Context: an optimization exercise on an open-source flow, tuned for small area, a short achievable clock period and few clock cycles. The choices shown serve that exercise and are no tape-out recipe. Where RTL was checked, it was by simulation tests only, not by an equivalence proof against the original. No activity file was given, so power comes from the tool's default toggle rates.

== job 103 ==
==> flow/design.v <==
`timescale 1ns/1ps
package cache_pkg;
	localparam int ADDR_WIDTH = 32;                  
	localparam int DATA_WIDTH = 32;
	localparam int BYTE_SEL_WIDTH = $clog2(DATA_WIDTH / 8);
	localparam int TAG_MAX = 28;
	localparam int META_WIDTH = TAG_MAX + 2;
	typedef logic [DATA_WIDTH-1:0] word_t;
	typedef logic [DATA_WIDTH/8-1:0] byte_en_t;
	typedef struct packed {
		logic               valid;
		logic               dirty;
		logic [TAG_MAX-1:0] tag;
	} line_meta_t;
endpackage
`timescale 1ns/1ps
package mem_bus_pkg;
	localparam logic BUS_READ  = 1'b0;    
	localparam logic BUS_WRITE = 1'b1;    
	typedef enum logic [2:0] {
		IDLE      = 3'd0,    
		WB_BURST  = 3'd1,    
		WB_DONE   = 3'd2,    
		RF_BURST  = 3'd3,    
		RF_FINISH = 3'd4     
	} miss_state_t;
endpackage
`timescale 1ns/1ps
`timescale 1ns/1ps
`timescale 1ns/1ps
`timescale 1ns/1ps
module dcache_top #(
	parameter int NUM_WAYS     = 2,
	parameter int INDEX_WIDTH  = 2,
	parameter int OFFSET_WIDTH = 2
) (
	input  logic                             clk,
	input  logic                             rst,
	input  logic [cache_pkg::ADDR_WIDTH-1:0] cpu_addr,
	input  cache_pkg::byte_en_t              cpu_byte_en,
	input  logic                             cpu_read,
	input  logic                             cpu_write,
	input  cache_pkg::word_t                 cpu_wr_data,
	output cache_pkg::word_t                 cpu_rd_data,
	output logic                             cpu_stall,
	output logic [cache_pkg::ADDR_WIDTH-1:0] mem_addr,
	output logic                             mem_addr_valid,
	output logic                             mem_we,
	output cache_pkg::word_t                 mem_wr_data,
	output logic                             mem_wr_valid,
	output logic                             mem_wr_last,
	input  logic                             mem_addr_ready,
	input  logic                             mem_rd_valid,
	input  cache_pkg::word_t                 mem_rd_data,
	input  logic                             mem_wr_ready,
	input  logic                             mem_wr_done
);
	localparam int TW = 26;    
	logic          valid [2][4];
	logic          dirty [2][4];
	logic [TW-1:0] tag   [2][4];
	logic [31:0]   data  [2][4][4];
	logic          rr;
	logic       stall_q;         
	logic       req_missed;      
	logic       req_rf_started;  
	logic       start_q;         
	logic       miss_way;        
	logic       wr_q;            
	logic       wr_way_q;
	logic       av_q;            
	logic       wb_active;       
	logic [1:0] wb_ld;           
	logic       wv_q;            
	logic       wl_q;            
	logic       rf_busy;         
	logic [1:0] rf_beat;
	logic [1:0] rf_set;
	logic       rf_way;
	logic [31:0] out_q;
	logic        rdy_o, av_o, wv_o, wl_o, we_o;
	logic        av_n, wv_n, wl_n, we_n;
	logic [27:0] ma_q;
	logic        we_q;            
	assign av_q = !av_n;
	assign wv_q = !wv_n;
	assign wl_q = !wl_n;
	assign we_q = !we_n;
	assign cpu_stall      = !rdy_o;
	assign cpu_rd_data    = out_q;
	assign mem_addr       = {ma_q, 4'b0000};
	assign mem_addr_valid = av_o;
	assign mem_we         = we_o;
	assign mem_wr_data    = out_q;
	assign mem_wr_valid   = wv_o;
	assign mem_wr_last    = wl_o;
	logic [1:0]    cset, coff;
	logic [TW-1:0] ctag;
	logic          req, look;
	logic          hit0, hit1, hit, hw;
	logic          v;              
	logic          wbneed;
	assign cset = cpu_addr[5:4];
	assign coff = cpu_addr[3:2];
	assign ctag = cpu_addr[31:6];
	assign req  = cpu_read | cpu_write;
	assign look = req & stall_q;
	logic [3:0] m0, m1;
	always_comb begin
		for (int s = 0; s < 4; s++) begin
			m0[s] = valid[0][s] & (tag[0][s] == ctag);
			m1[s] = valid[1][s] & (tag[1][s] == ctag);
		end
	end
	assign hit0 = m0[cset];
	assign hit1 = m1[cset];
	assign hit  = hit0 | hit1;
	assign hw   = !hit0;
	logic [3:0]    vs, wbn;
	logic [TW-1:0] vtag [4];
	always_comb begin
		for (int s = 0; s < 4; s++) begin
			vs[s]   = !valid[0][s] ? 1'b0 : !valid[1][s] ? 1'b1 : rr;
			wbn[s]  = valid[vs[s]][s] & dirty[vs[s]][s];
			vtag[s] = tag[vs[s]][s];
		end
	end
	assign v      = vs[cset];
	assign wbneed = wbn[cset];
	logic [1:0]  rsel_off;
	logic [31:0] rword0, rword1;
	assign rsel_off = wb_active ? wb_ld : coff;
	assign rword0   = data[0][cset][rsel_off];
	assign rword1   = data[1][cset][rsel_off];
	logic myword_q;      
	logic rf_mine;       
	logic on_rf;         
	logic avail;
	logic res_rd, res_wr, res_arr, resolve, start_miss, can_start;
	logic merge;
	assign rf_mine = myword_q & mem_rd_valid;
	assign on_rf   = rf_busy & (rf_set == cset) & (rf_way == hw);
	assign avail   = !on_rf | (coff < rf_beat);
	assign res_rd  = cpu_read & hit & avail;
	assign res_wr  = cpu_write & hit & !rf_busy;
	assign res_arr = rf_mine;
	assign resolve = look & (req_missed ? res_arr : (res_rd | res_wr));
	assign can_start  = !av_q & !wb_active;
	assign start_miss = look & !req_missed & !hit & can_start;
	assign merge      = cpu_write & rf_mine;
	logic take_a, take_w, rf_take, rf_we;
	assign take_a  = av_q & mem_addr_ready;
	assign take_w  = wv_q & mem_wr_ready;
	assign rf_take = take_a & !we_q;
	assign rf_we   = rf_busy & mem_rd_valid;
	logic stall_d, av_d, wv_d, wl_d;
	assign stall_d = stall_q ? !resolve : 1'b1;
	assign av_d    = start_miss ? 1'b1 : (take_w && wl_q) ? 1'b1 :    
	                 take_a ? 1'b0 : av_q;
	assign wv_d    = !wb_active ? 1'b0 : (take_a && we_q) ? 1'b1 :    
	                 (take_w && wl_q) ? 1'b0 : wv_q;
	assign wl_d    = !wb_active ? 1'b0 : (take_w && !wl_q) ? (wb_ld == 2'd3) : wl_q;
	always_ff @(posedge clk or negedge rst) begin
		if (!rst) begin
			stall_q        <= 1'b1;
			req_missed     <= 1'b0;
			req_rf_started <= 1'b0;
			start_q        <= 1'b0;
			wr_q           <= 1'b0;
			av_n           <= 1'b1;
			wb_active      <= 1'b0;
			wv_n           <= 1'b1;
			wl_n           <= 1'b1;
			rf_busy        <= 1'b0;
			rf_beat        <= 2'd0;
			rr             <= 1'b0;
			myword_q       <= 1'b0;
			rdy_o          <= 1'b0;
			av_o           <= 1'b0;
			wv_o           <= 1'b0;
			wl_o           <= 1'b0;
		end else begin
			stall_q <= stall_d;
			rdy_o   <= !stall_d;
			av_n    <= !av_d;
			av_o    <= av_d;
			wv_n    <= !wv_d;
			wv_o    <= wv_d;
			wl_n    <= !wl_d;
			wl_o    <= wl_d;
			myword_q <= ((req_rf_started && !rf_mine) || rf_take) &&
			            (rf_take || (rf_busy && !(rf_we && rf_beat == 2'd3))) &&
			            ((rf_take ? 2'd0 : rf_we ? rf_beat + 2'd1 : rf_beat) == coff);
			wr_q    <= look & !req_missed & res_wr;
			start_q <= start_miss;
			if (start_q)
				rr <= !rr;
			if (resolve) begin
				req_missed     <= 1'b0;
				req_rf_started <= 1'b0;
			end else begin
				if (start_miss)
					req_missed <= 1'b1;
				if (rf_take)
					req_rf_started <= 1'b1;
			end
			if (!wb_active) begin
				wb_active <= start_miss && wbneed;
				wb_ld     <= 2'd0;
			end else if (take_a && we_q) begin
				wb_ld <= 2'd1;
			end else if (take_w) begin
				if (wl_q)
					wb_active <= 1'b0;
				else
					wb_ld <= wb_ld + 2'd1;
			end
			if (rf_take) begin
				rf_busy <= 1'b1;
				rf_beat <= 2'd0;
			end else if (rf_we) begin
				rf_beat <= rf_beat + 2'd1;
				if (rf_beat == 2'd3)
					rf_busy <= 1'b0;
			end
		end
	end
	always_ff @(posedge clk) begin
		if (!(wb_active && wv_q && !take_w))    
			out_q <= rf_mine ? mem_rd_data :
			         (wb_active ? miss_way : hw) ? rword1 : rword0;
		wr_way_q <= hw;
		if (!req_missed)
			miss_way <= v;    
		if (rf_take) begin
			rf_set <= cset;
			rf_way <= miss_way;
		end
		if (!av_q && !wb_active) begin
			ma_q <= wbneed ? {vtag[cset], cset} : cpu_addr[31:4];
			we_n <= !wbneed;
			we_o <= wbneed;
		end else if (take_w && wl_q) begin
			ma_q <= cpu_addr[31:4];
			we_n <= 1'b1;
			we_o <= 1'b0;
		end
	end
	always_ff @(posedge clk or negedge rst) begin
		if (!rst) begin
			for (int w = 0; w < 2; w++)
				for (int s = 0; s < 4; s++) begin
					valid[w][s] <= 1'b0;
					dirty[w][s] <= 1'b0;
				end
		end else begin
			for (int w = 0; w < 2; w++)
				for (int s = 0; s < 4; s++) begin
					if (start_q && miss_way == w[0] && cset == s[1:0]) begin
						valid[w][s] <= 1'b1;
						dirty[w][s] <= 1'b0;
					end
					if (wr_q && wr_way_q == w[0] && cset == s[1:0])
						dirty[w][s] <= 1'b1;
					if (merge && rf_way == w[0] && rf_set == s[1:0])
						dirty[w][s] <= 1'b1;
				end
		end
	end
	always_ff @(posedge clk) begin
		for (int w = 0; w < 2; w++)
			for (int s = 0; s < 4; s++)
				if (start_q && miss_way == w[0] && cset == s[1:0])
					tag[w][s] <= ctag;
	end
	logic [31:0] wdata;
	always_comb begin
		for (int b = 0; b < 4; b++)
			wdata[8*b +: 8] = (!rf_we || (merge && cpu_byte_en[b])) ?
				cpu_wr_data[8*b +: 8] : mem_rd_data[8*b +: 8];
	end
	always_ff @(posedge clk) begin
		for (int w = 0; w < 2; w++)
			for (int s = 0; s < 4; s++)
				for (int o = 0; o < 4; o++)
					for (int b = 0; b < 4; b++)
						if ((rf_we && rf_way == w[0] && rf_set == s[1:0] && rf_beat == o[1:0]) ||
							(wr_q && wr_way_q == w[0] && cset == s[1:0] && coff == o[1:0] &&
							 cpu_byte_en[b]))
							data[w][s][o][8*b +: 8] <= wdata[8*b +: 8];
	end
endmodule
clock: 6.5 ns
lec_check: 0
cap_margin: 20
core_margin: 2
core_utilization: 55
cts_buf_list: sky130_fd_sc_hd__clkbuf_8
place_density: 0.7
setup_slack_margin: 3.6
slew_margin: 20
run.sh (not shown) runs the stock make flow with config.mk's settings and CLKGATE_MAP_FILE= SYNTH_SCRIPT=/design/flow/synth_recipe.tcl, a recipe that flattens the netlist after the stock synthesis.
Testbench counts of job 103, summed over its fixed seeds: cycles 227,314.
## Diff of input files: job 101 against job 103
--- a/flow/design.v
+++ b/flow/design.v
@@ -68,6 +68,7 @@
 	logic       miss_way;        
 	logic       wr_q;            
 	logic       wr_way_q;
+	logic [3:0] wr_set_q, wr_off_q;    
 	logic       av_q;            
 	logic       wb_active;       
 	logic [1:0] wb_ld;           
@@ -230,6 +231,10 @@
 			out_q <= rf_mine ? mem_rd_data :
 			         (wb_active ? miss_way : hw) ? rword1 : rword0;
 		wr_way_q <= hw;
+		for (int i = 0; i < 4; i++) begin
+			wr_set_q[i] <= (cset == i[1:0]);    
+			wr_off_q[i] <= (coff == i[1:0]);
+		end
 		if (!req_missed)
 			miss_way <= v;    
 		if (rf_take) begin
@@ -260,7 +265,7 @@
 						valid[w][s] <= 1'b1;
 						dirty[w][s] <= 1'b0;
 					end
-					if (wr_q && wr_way_q == w[0] && cset == s[1:0])
+					if (wr_q && wr_way_q == w[0] && wr_set_q[s])
 						dirty[w][s] <= 1'b1;
 					if (merge && rf_way == w[0] && rf_set == s[1:0])
 						dirty[w][s] <= 1'b1;
@@ -276,17 +281,15 @@
 	logic [31:0] wdata;
 	always_comb begin
 		for (int b = 0; b < 4; b++)
-			wdata[8*b +: 8] = (!rf_we || (merge && cpu_byte_en[b])) ?
-				cpu_wr_data[8*b +: 8] : mem_rd_data[8*b +: 8];
+			wdata[8*b +: 8] = (rf_we ? merge : 1'b1) && cpu_byte_en[b] ? cpu_wr_data[8*b +: 8] :
+			                  rf_we ? mem_rd_data[8*b +: 8] : out_q[8*b +: 8];
 	end
 	always_ff @(posedge clk) begin
 		for (int w = 0; w < 2; w++)
 			for (int s = 0; s < 4; s++)
 				for (int o = 0; o < 4; o++)
-					for (int b = 0; b < 4; b++)
-						if ((rf_we && rf_way == w[0] && rf_set == s[1:0] && rf_beat == o[1:0]) ||
-							(wr_q && wr_way_q == w[0] && cset == s[1:0] && coff == o[1:0] &&
-							 cpu_byte_en[b]))
-							data[w][s][o][8*b +: 8] <= wdata[8*b +: 8];
+					if ((rf_we && rf_way == w[0] && rf_set == s[1:0] && rf_beat == o[1:0]) ||
+						(wr_q && wr_way_q == w[0] && wr_set_q[s] && wr_off_q[o]))
+						data[w][s][o] <= wdata;
 	end
 endmodule
### Flow results
- On job 101: buffers plus inverters on the worst setup path is 2 lower than what job 103 gave.
- Job 101 leaves less setup margin than job 103.
- Compared to job 103, job 101 has met3 layer wire length in the routed design 28% higher.
- Relative to job 103, required time reported for the critical path endpoint has increased by 250 ps in job 101.
- [compare] base=job 103 new=job 101: area of the die now sits lower, proportion of power drawn by the clock network lost 4.3 points, global-route wire length before repair now larger, total power density per cell area higher, number of post-CTS setup repair buffers climbed 140%.
- In job 101, sequential cell count is higher than in job 103.
- Number of placement rows, job 101 vs job 103: down slightly
- Re share of final layout cell area taken by clock buffers and inverters: job 101 is 0.50 points down on job 103.
- On clock period minus worst slack, job 101 does worse than job 103.
- Ratio of final minimum period to clock period | job 101 above job 103
Only the layout flow was run in job 101; the RTL was not checked for function there.

quartz:
// dcache_top: RTL as listed in full above, without the edits since
Settings: LEC_CHECK=0, CAP_MARGIN=20, CORE_MARGIN=2, CORE_UTILIZATION=55, CTS_BUF_LIST=sky130_fd_sc_hd__clkbuf_8, PLACE_DENSITY=0.7, SETUP_SLACK_MARGIN=3.9, SLEW_MARGIN=20; clock period 6.5 ns.
Testbench counts of quartz, summed over its fixed seeds: cycles 227,314.
[inputs] tundra vs quartz
--- a/flow/design.v
+++ b/flow/design.v
@@ -77,7 +77,8 @@
 	logic [1:0] rf_beat;
 	logic [1:0] rf_set;
 	logic       rf_way;
-	logic [31:0] out_q;
+	logic [31:0] rd_q;
+	logic [31:0] wd_q;
 	logic        rdy_o, av_o, wv_o, wl_o, we_o;
 	logic        av_n, wv_n, wl_n, we_n;
 	logic [27:0] ma_q;
@@ -87,11 +88,11 @@
 	assign wl_q = !wl_n;
 	assign we_q = !we_n;
 	assign cpu_stall      = !rdy_o;
-	assign cpu_rd_data    = out_q;
+	assign cpu_rd_data    = rd_q;
 	assign mem_addr       = {ma_q, 4'b0000};
 	assign mem_addr_valid = av_o;
 	assign mem_we         = we_o;
-	assign mem_wr_data    = out_q;
+	assign mem_wr_data    = wd_q;
 	assign mem_wr_valid   = wv_o;
 	assign mem_wr_last    = wl_o;
 	logic [1:0]    cset, coff;
@@ -226,9 +227,9 @@
 		end
 	end
 	always_ff @(posedge clk) begin
-		if (!(wb_active && wv_q && !take_w))    
-			out_q <= rf_mine ? mem_rd_data :
-			         (wb_active ? miss_way : hw) ? rword1 : rword0;
+		rd_q <= rf_mine ? mem_rd_data : hw ? rword1 : rword0;
+		if (wb_active && (!wv_q || take_w))    
+			wd_q <= miss_way ? rword1 : rword0;
 		wr_way_q <= hw;
 		if (!req_missed)
 			miss_way <= v;    
Notes after the runs:
The final layouts of quartz and tundra pass the timing, DRC and antenna checks. The proportion of power drawn by flip-flops and latches reported for tundra is smaller than that of quartz by 1.5 points. Compared with quartz, tundra shows clock latency on the worst-skew pair higher by 0.04 ns. tundra vs quartz, fraction of final layout cells with drive strength greater than 1 went up by 0.83 points. Share of synthesized cell area in and, or, nand and nor gates: lower on quartz. tundra ended up with a higher total power than quartz did. Taking quartz as the reference, in tundra minimum setup slack after placement down 0.013 ns; count of routing violations after the opening detailed-route iteration rose by 1256.
Function not checked in tundra: the RTL went through the layout flow alone.

Setup of old:
RTL: the design.v shown in full above, as it stands there.
make LEC_CHECK=0 CAP_MARGIN=20 CORE_MARGIN=2 CORE_UTILIZATION=55 PLACE_DENSITY=0.7 SETUP_SLACK_MARGIN=3.9 SLEW_MARGIN=20 finish   # period 6.5 ns
Testbench counts of old, summed over its fixed seeds: cycles 227,314.
> inputs changed (old -> new)
--- a/flow/design.v
+++ b/flow/design.v
@@ -69,4 +69,5 @@
 	logic       wr_q;            
 	logic       wr_way_q;
+	logic [3:0] wr_set_q, wr_off_q, wr_be_q;    
 	logic       av_q;            
 	logic       wb_active;       
@@ -135,12 +136,11 @@
 	logic myword_q;      
 	logic rf_mine;       
-	logic on_rf;         
-	logic avail;
+	logic [1:0] avail;   
 	logic res_rd, res_wr, res_arr, resolve, start_miss, can_start;
 	logic merge;
 	assign rf_mine = myword_q & mem_rd_valid;
-	assign on_rf   = rf_busy & (rf_set == cset) & (rf_way == hw);
-	assign avail   = !on_rf | (coff < rf_beat);
-	assign res_rd  = cpu_read & hit & avail;
+	assign avail[0] = !(rf_busy & (rf_set == cset) & !rf_way) | (coff < rf_beat);
+	assign avail[1] = !(rf_busy & (rf_set == cset) &  rf_way) | (coff < rf_beat);
+	assign res_rd   = cpu_read & ((hit0 & avail[0]) | (hit1 & avail[1]));
 	assign res_wr  = cpu_write & hit & !rf_busy;
 	assign res_arr = rf_mine;
@@ -231,4 +231,9 @@
 			         (wb_active ? miss_way : hw) ? rword1 : rword0;
 		wr_way_q <= hw;
+		for (int i = 0; i < 4; i++) begin
+			wr_set_q[i] <= (cset == i[1:0]);
+			wr_off_q[i] <= (coff == i[1:0]);
+		end
+		wr_be_q  <= cpu_byte_en;
 		if (!req_missed)
 			miss_way <= v;    
@@ -261,5 +266,5 @@
 						dirty[w][s] <= 1'b0;
 					end
-					if (wr_q && wr_way_q == w[0] && cset == s[1:0])
+					if (wr_q && wr_way_q == w[0] && wr_set_q[s])
 						dirty[w][s] <= 1'b1;
 					if (merge && rf_way == w[0] && rf_set == s[1:0])
@@ -286,6 +291,5 @@
 					for (int b = 0; b < 4; b++)
 						if ((rf_we && rf_way == w[0] && rf_set == s[1:0] && rf_beat == o[1:0]) ||
-							(wr_q && wr_way_q == w[0] && cset == s[1:0] && coff == o[1:0] &&
-							 cpu_byte_en[b]))
+							(wr_q && wr_way_q == w[0] && wr_set_q[s] && wr_off_q[o] && wr_be_q[b]))
 							data[w][s][o][8*b +: 8] <= wdata[8*b +: 8];
 	end
==> results.txt <==
- | post-CTS resize count | new vs old | 153 higher |
- Re combinational power share: old and new aren't equal, and the higher value belongs to new.
- On fraction of area in multi-input gates, the higher figure sits with old, not new.
- Diff old and new: ratio of total power to cell area lower in old
- Per the comparison of new with old, number of tap instances picked up an extra about 4.5%, synthesized cell count rose by 5.5%, die area +1.2%.
- In new the buffers inserted during post-CTS setup optimization turned out 55% higher than in old.
- The final reports for new and old show logic depth of the worst path, buffers included higher in the former.
- Cmp old and new / delay of the slowest cell on the worst path / lower: new
- Comparing old and new, the higher net switching component of the power is on new.
- In the reports for old and new, the larger area added between synthesis and finish belongs to old.
- new vs old: post-route fraction of the period consumed by the critical path up
For new, only the layout was checked, not whether the RTL still works.

## static timing again, ports no longer ideal
How much do the figures lean on ideal ports? The routed layouts below were timed once more, with nothing changed but the port constraints. Step 1 assumes that a clkbuf_16 drives the clock port and a buf_2 every other input. Step 2 times the ports against the registers' clock, not the clock port: input delays grow and output delays shrink by t, the midpoint of the rising clock arrivals with the driver on. Three values: ideal ports, drivers, drivers and shift; two values: the first two.
run | t, ns | setup WS [ns] | worst slew at a driven data input, ns | cell pins on the clock port's net
job 103 | 0.954 | 3.501 / 3.459 / 2.505 | 0.31 | 1
job 101 | 0.941 | 3.108 / 3.158 / 2.217 | 0.06 | 1
quartz | 0.958 | 3.572 / 3.485 / 2.527 | 0.28 | 1
tundra | 0.999 | 3.668 / 3.417 / 2.418 | 0.38 | 1
old | 0.850 | 3.498 / 3.341 / 2.491 | 0.27 | 1
new | 0.827 | 3.313 / 3.266 / 2.439 | 0.22 | 1
After both steps every run listed still meets setup and hold. For tundra, which loses most, drivers alone change the setup slack by -0.251 ns; drivers and shift together by -1.250 ns.
